What follows belongs to an exercise in optimizing a design on an open flow for a short achievable clock period; a production flow would make more cautious choices. The RTL was checked by simulation tests, not by an equivalence proof against the original design. Power is estimated from default activity; no workload was simulated.

// stack_cpu
module stack_cpu
(
  input  logic        clk,
  input  logic        rst_n,
  output logic [15:0] imem_addr,
  input  logic [15:0] insn,
  output logic [15:0] dmem_addr,
  output logic [15:0] dmem_wdata,
  output logic        dmem_we,
  output logic        dmem_re,
  output logic        dmem_byte,
  input  logic [15:0] dmem_rdata
);
  logic [15:0] ip, fp, isr;
  logic [15:0] top0, top1;           
  logic [15:0] dmem_stk [16];        
  logic [4:0]  depth;                
  logic [15:0] cmem [16];            
  logic [4:0]  cptr;                 
  logic [15:0] ctop;                 
  logic [15:0] ip2;
  logic [3:0] op;
  logic [1:0] asel;
  logic is_lit, is_j, is_jc, is_b, is_w, is_6, is_alu, is_sys;
  assign op     = insn[15:12];
  assign asel   = insn[11:10];
  assign is_lit = insn[15];
  assign is_j   = op == 4'b0000;
  assign is_jc  = op == 4'b0001;
  assign is_b   = insn[15:13] == 3'b001 || op == 4'b0101;   
  assign is_w   = op == 4'b0100;                             
  assign is_6   = op == 4'b0110;                             
  assign is_alu = op == 4'b0111 && !insn[11];
  assign is_sys = op == 4'b0111 && insn[11];
  logic [15:0] tn_sum, tn_dif, tn_and, tn_or, tn_xor, tn_shl, tn_shr, t_addz, t_addnz;
  logic        t_zero, tn_eq, tn_lt;
  logic [5:0]  t_hp;
  alu_pre u_alu_pre (.t(top0), .n(top1), .tn_sum(tn_sum), .tn_dif(tn_dif), .tn_and(tn_and),
                     .tn_or(tn_or), .tn_xor(tn_xor), .tn_shl(tn_shl), .tn_shr(tn_shr),
                     .tn_eq(tn_eq), .tn_lt(tn_lt), .t_addz(t_addz), .t_addnz(t_addnz),
                     .t_zero(t_zero), .t_hp(t_hp));
  logic [9:0] xb, xw;
  logic       sgn;
  assign xb  = insn[9:0];               
  assign xw  = {insn[9], insn[9:1]};    
  assign sgn = insn[9];
  logic [5:0] fp_hm, fp_hp, ip_hm, ip_hp, c_hm, c_hp;
  logic [4:0] br_hm, br_hp;
  hi_pre u_hi_pre (.fp(fp), .ip(ip), .c(ctop), .fp_hm(fp_hm), .fp_hp(fp_hp), .ip_hm(ip_hm),
                   .ip_hp(ip_hp), .c_hm(c_hm), .c_hp(c_hp), .br_hm(br_hm), .br_hp(br_hp),
                   .ip2(ip2));
  logic [8:0][9:0] lo;
  logic [8:0]      con;
  logic [7:0][5:0] hc0, hc1;
  logic [4:0]      bhc0, bhc1;
  ...
Size in the first run: roughly 85 I/O pins, about 40000 µm² of cells after synthesis.
export LEC_CHECK = 0
export ABC_CLOCK_PERIOD_IN_PS = 2000
export CAP_MARGIN = 20
export CORE_MARGIN = 2
export CORE_UTILIZATION = 40
export PLACE_DENSITY = 0.6
export SLEW_MARGIN = 20
export SYNTH_HIERARCHICAL = 1
export SYNTH_MINIMUM_KEEP_SIZE = 0
export TNS_END_PERCENT = 10
create_clock -name core_clock -period 12.5 [get_ports {clk}]
standard.sh (not shown) runs the stock make flow with config.mk's settings and CLKGATE_MAP_FILE= SYNTH_SCRIPT=/design/flow/synth_recipe.tcl, a recipe that flattens the netlist after the stock synthesis.
==> flow/flow/run.sh <==
#!/bin/bash
set -euo pipefail
export SETUP_SLACK_MARGIN=7.5
export BUFFER_PORTS_ARGS="-buffer_cell sky130_fd_sc_hd__buf_6"
bash standard.sh MATCH_CELL_FOOTPRINT=0 finish > standard.log 2>&1
The baseline produced a clean layout.
Rerun with:
==> flow/flow/run.sh (replaced) <==
#!/bin/bash
set -euo pipefail
export SETUP_SLACK_MARGIN=7.5
export BUFFER_PORTS_ARGS="-buffer_cell sky130_fd_sc_hd__buf_6"
bash standard.sh > standard.log 2>&1
Settings changed: CORE_UTILIZATION 40 to 55, PLACE_DENSITY 0.6 to 0.7.
Hold slack got worse by 0.0048 ns. Final cell count fell by a few percent. Synthesized area stays the same. Critical path depth shrinks by 2. Power shrinks by a few percent. Register-to-register slack stays flat.
Rerun with:
Settings changed: CORE_UTILIZATION 55 to 40, PLACE_DENSITY 0.7 to 0.6.
Result:
- global-route usage went down by 9.0 points
- cell area went up by 2.3%
- die area went up by 37%
- combinational power went up by about 3%
- first-iteration DRC count went down by 11%
- wire length went up by 5.1%
- non-clock buffer count went up by 14
- via count went down by 1.2%
- total power went up by 3.7%
Rerun with:
--- a/flow/flow/run.sh
+++ b/flow/flow/run.sh
@@ -3 +3 @@
-export SETUP_SLACK_MARGIN=7.5
+export SETUP_SLACK_MARGIN=6.2
The changed run completed with no timing, DRC or antenna violations.
Worst setup slack degrades by 0.034 ns.
Sequential share of layout area rose by 0.76 points.
First-iteration DRC count rose by 4.6%.
Rerun with:
--- a/flow/flow/run.sh
+++ b/flow/flow/run.sh
@@ -3 +3 @@
-export SETUP_SLACK_MARGIN=6.2
+export SETUP_SLACK_MARGIN=7.5
Settings changed: TNS_END_PERCENT 10 to 100.
=> Non-clock buffer count increases by 78. Clock skew increases by 0.0050 ns. Cell area increases by about 4.6%. Fmax decreases by about 1.3%. Clock power decreases by about 2%. First-iteration DRC count decreases by 7.7%. Register-to-register slack gets better by 0.02 ns. Cell count increases by about 1.5%. Sequential power hardly moves.
Rerun with:
Settings changed: PLACE_DENSITY 0.6 to 0.45, TNS_END_PERCENT 100 to 10.
Synthesized area does not change.
Die area stays the same.
Count of clock-buffer cells in the layout rises by 3.
Worst setup slack degrades by 0.056 ns.
Final area falls by about 3%.
Final cell count falls by about 0.46%.
Clock power falls by about 3%.
Via count falls by 1.9%.

stack_cpu again, from the RTL that the note above started with.
export LEC_CHECK = 0
export ABC_CLOCK_PERIOD_IN_PS = 500
export CAP_MARGIN = 20
export CORE_MARGIN = 2
export CORE_UTILIZATION = 40
export PLACE_DENSITY = 0.6
export SLEW_MARGIN = 20
export SYNTH_HIERARCHICAL = 1
export SYNTH_MINIMUM_KEEP_SIZE = 0
export TNS_END_PERCENT = 10
create_clock -name core_clock -period 12.5 [get_ports {clk}]
==> flow/flow/run.sh <==
#!/bin/bash
set -euo pipefail
export SETUP_SLACK_MARGIN=7.5
export BUFFER_PORTS_ARGS="-buffer_cell sky130_fd_sc_hd__buf_6"
bash standard.sh > standard.log 2>&1
Change:
==> flow/flow/run.sh (replaced) <==
#!/bin/bash
set -euo pipefail
export SETUP_SLACK_MARGIN=9
export BUFFER_PORTS_ARGS="-buffer_cell sky130_fd_sc_hd__buf_6"
bash standard.sh > standard.log 2>&1
ABC_CLOCK_PERIOD_IN_PS = 2000   (was 500)
=>
- The changed run passed the timing, design-rule and antenna checks
- critical path depth came out higher by 1
- via count came out higher by 1.4%
- clock-buffer cell count came out higher by 7
- fmax hardly moves
- wire length came out higher by 1.2%
- non-clock buffer count came out higher by 71
- total power came out higher by 1.6%
- final area came out higher by 2.9%
- worst setup slack degrades by 0.016 ns

-- static timing again, ports no longer ideal --
No port has a modelled driver above. Below, the same layouts with a new extraction and two added sets of constraints.
Step 1 sets driving cells, clkbuf_16 on the clock port and buf_2 on the other inputs (assumed; they add their load-dependent delay and slew).
Step 2, shift: input delay + t, output delay - t, t = (earliest + latest rising clock arrival at the registers) / 2. This alone moves slack from input paths to output paths.
Slacks: ideal ports / drivers / drivers and shift; pairs: ideal ports / drivers.
| run | shift t [ns] | slack for setup (ns) | pins driven straight from the clock port |
|---|---|---|---|
| the first run of note 1 | 0.702 | 5.511 / 5.287 / 5.287 | 1 |
| the second run of note 1 | 0.654 | 5.456 / 5.112 / 5.112 | 1 |
| the third run of note 1 | 0.708 | 5.545 / 5.296 / 5.296 | 1 |
| the fourth run of note 1 | 0.685 | 5.511 / 5.263 / 5.263 | 1 |
| the fifth run of note 1 | 0.708 | 5.422 / 5.125 / 5.125 | 1 |
| the sixth run of note 1 | 0.677 | 5.366 / 5.063 / 5.063 | 1 |
| the first run of note 2 | 0.708 | 5.545 / 5.296 / 5.296 | 1 |
| the second run of note 2 | 0.717 | 5.529 / 5.263 / 5.263 | 1 |
After both steps setup and hold are still met in every run listed. The setup slack of the second run of note 1, which loses most, moves by -0.344 ns with the drivers and by -0.344 ns with both steps.
